Background: an optimization exercise with open tools, aiming at small area, a short achievable clock period and few clock cycles. Do not read the settings as production practice. Only simulation tests tie the RTL to the original design; equivalence was not proved. Power is estimated from default activity; no workload was simulated.

old:
==> flow/design.v (excerpt) <==
module ex_stage #(
    parameter int XLEN = 32
) (
    input  logic                      clk,
    input  logic                      rst_n_i,
    input  logic [ex_pkg::INST_W-1:0] inst_i,
    input  logic [XLEN-1:0]           inst_addr_i,
    input  logic [XLEN-1:0]           rs1_data_i,
    input  logic [XLEN-1:0]           rs2_data_i,
    output logic                      reg_w_ena_o,
    output logic [4:0]                reg_w_addr_o,
    output logic [XLEN-1:0]           reg_w_data_o,
    output logic                      mem_r_ena_o,
    output logic [XLEN-1:0]           mem_r_addr_o,
    output logic                      mem_w_ena_o,
    output logic [XLEN-1:0]           mem_w_addr_o,
    output logic [XLEN-1:0]           mem_w_data_o,
    output logic                      jump_flag_o,
    output logic [XLEN-1:0]           jump_addr_o,
    output logic                      div_hold_o
);
export LEC_CHECK = 0
export ABC_AREA = 1
export CAP_MARGIN = 20
export CORE_MARGIN = 2
export CORE_UTILIZATION = 45
export SETUP_SLACK_MARGIN = 2.0
export SLEW_MARGIN = 20
create_clock -name core_clock -period 11.0 [get_ports {clk}]
standard.sh (not shown) runs the stock make flow with config.mk's settings and CLKGATE_MAP_FILE= SYNTH_SCRIPT=/design/flow/synth_recipe.tcl, a recipe that flattens the netlist after the stock synthesis.
==> flow/flow/run.sh <==
#!/bin/bash
# The standard layout, with each port buffered by buf_1 instead of the
# default delay-cell buffer. The make run's full output goes to flow_make.log.
set -euo pipefail
export BUFFER_PORTS_ARGS="-buffer_cell sky130_fd_sc_hd__buf_1"
bash standard.sh "BUFFER_PORTS_ARGS=-buffer_cell sky130_fd_sc_hd__buf_1" finish > flow_make.log 2>&1
old: done, clean on timing, DRC and antenna
Testbench counts of old, summed over its fixed seeds: cycles 5,373.
Input changes introduced in new (baseline for comparison: old):
# old
export LEC_CHECK = 0
export ABC_AREA = 1
export CAP_MARGIN = 20
export CORE_MARGIN = 2
export CORE_UTILIZATION = 45
export SETUP_SLACK_MARGIN = 2.0
export SLEW_MARGIN = 20
create_clock -name core_clock -period 11.0 [get_ports {clk}]
# new
export LEC_CHECK = 0
export ABC_AREA = 1
export CAP_MARGIN = 20
export CORE_MARGIN = 2
export CORE_UTILIZATION = 40
export SETUP_SLACK_MARGIN = 2.5
export SLEW_MARGIN = 20
create_clock -name core_clock -period 11.0 [get_ports {clk}]
Notes after the runs:
In the flow results for new and old, the antenna cell count is larger on old.
new gives more total power than old did.
Cell area | new vs old | new larger
Going from old to new, clock skew went down by 7.2 ps, placement row count shows an increase of 5, die area rose by 6100 um^2.

---

run 1:
Starting RTL as in the previous note.
==> flow/config.mk <==
export PLATFORM = sky130hd
export DESIGN_NAME = ex_stage
export DESIGN_NICKNAME = ex_stage
export VERILOG_FILES = /design/flow/design.v
export SDC_FILE = /design/flow/constraint.sdc
export NUM_CORES = 4
export LEC_CHECK = 0
export ABC_AREA = 1
export CAP_MARGIN = 20
export CORE_MARGIN = 2
export CORE_UTILIZATION = 40
export SETUP_SLACK_MARGIN = 2.5
export SLEW_MARGIN = 20
export TNS_END_PERCENT = 20
==> flow/constraint.sdc <==
create_clock -name core_clock -period 11.0 [get_ports {clk}]
set_input_delay 2.2000 -clock core_clock [delete_from_list [all_inputs] [get_ports {clk}]]
set_output_delay 2.2000 -clock core_clock [all_outputs]
set_load 0.01 [all_outputs]
Scripts as last shown in full above: flow/flow/run.sh
No stage failed in run 1, and the final checks on the layout all came back clean.
Testbench counts of run 1, summed over its fixed seeds: cycles 5,373.
For run 2, these inputs were changed with respect to run 1:
- removing TNS_END_PERCENT (formerly 20)
- changing SETUP_SLACK_MARGIN from 2.5 to 3.0
- changing CORE_UTILIZATION from 40 to 45
==> flow/flow/run.sh <==
#!/bin/bash
# The standard layout, with each port buffered by buf_2 instead of the
# default delay-cell buffer. The make run's full output goes to flow_make.log.
set -euo pipefail
export BUFFER_PORTS_ARGS="-buffer_cell sky130_fd_sc_hd__buf_2"
bash standard.sh "BUFFER_PORTS_ARGS=-buffer_cell sky130_fd_sc_hd__buf_2" finish > flow_make.log 2>&1
==> comparison <==
Delta (run 2 minus run 1): ratio of final minimum period to clock period moved down; clock period minus final worst setup slack moved down; share of total power in combinational logic moved up; worst hold slack across all endpoints level.
Compared with run 1, in run 2 total power after layout now larger, area of all placed cells without fillers now larger.
Relative area change from synthesis to final layout: higher on run 2
Run 1 leaves less setup margin than run 2.
## Diff of input files: run 3 against run 2
- changing SETUP_SLACK_MARGIN from 3.0 to 1.0
- changing CORE_UTILIZATION from 45 to 40
From run 2 to run 3 the numbers moved as follows: post-route core utilization went down 12 points; setup slack went down 1390 ps; max-slew headroom at the worst pin went down 5.5 points. Number of clock buffer instances in the layout: run 2 vs run 3 identical. Compared to run 2, run 3 has met2 layer wire length in the routed design 1.6 mm lower. Run 2 → run 3: hold slack rose 11 ps, period utilization now sits higher, critical path's largest stage delay increased 80 ps, routed wire length lost about 5.3%, clock network fraction of design power now sits higher. Die area, run 2 and run 3: higher on run 3.
Input changes introduced in run 4 (baseline for comparison: run 3):
- changing SETUP_SLACK_MARGIN from 1.0 to 2.0
- The final layouts of run 4 and run 3 pass the timing, DRC and antenna checks.
- For run 3, the startpoint of the most critical setup path was rs1_data_i[31], unlike run 4, where it was inst_i[14].
- Summary of run 4 over run 3: post-layout total power went up by 2.0%, global-route wire length before repair ~0 delta, worst-skew pair later-pin latency closely matched the old numbers, post-route minimum period went down.
- | routed via count | run 4 vs run 3 | about 1.1% higher |

==> static timing again, ports no longer ideal <==
In the flow no input, the clock included, has a driving cell. The finished layouts below were timed again as built, in two steps. Step 1 sets driving cells, clkbuf_16 on the clock port and buf_2 on the other inputs (assumed; they add their load-dependent delay and slew). Step 2 times the ports against the registers' clock, not the clock port: input delays grow and output delays shrink by t, the midpoint of the rising clock arrivals with the driver on. a / b / c = no drivers / after step 1 / after step 2; a / b = the first two.
| run | t, ns | setup slack, ns | pins driven straight from the clock port |
|---|---|---|---|
| old | 0.492 | 2.052 / 2.028 / 2.028 | 1 |
| new | 0.485 | 2.430 / 2.372 / 2.372 | 1 |
| run 1 | 0.485 | 2.173 / 2.151 / 2.151 | 1 |
| run 2 | 0.482 | 2.688 / 2.577 / 2.577 | 1 |
| run 3 | 0.491 | 1.297 / 1.275 / 1.275 | 1 |
| run 4 | 0.487 | 1.965 / 1.944 / 1.944 | 1 |
After both steps setup and hold are still met in every run listed. For run 2, which loses most, drivers alone change the setup slack by -0.111 ns; drivers and shift together by -0.111 ns.
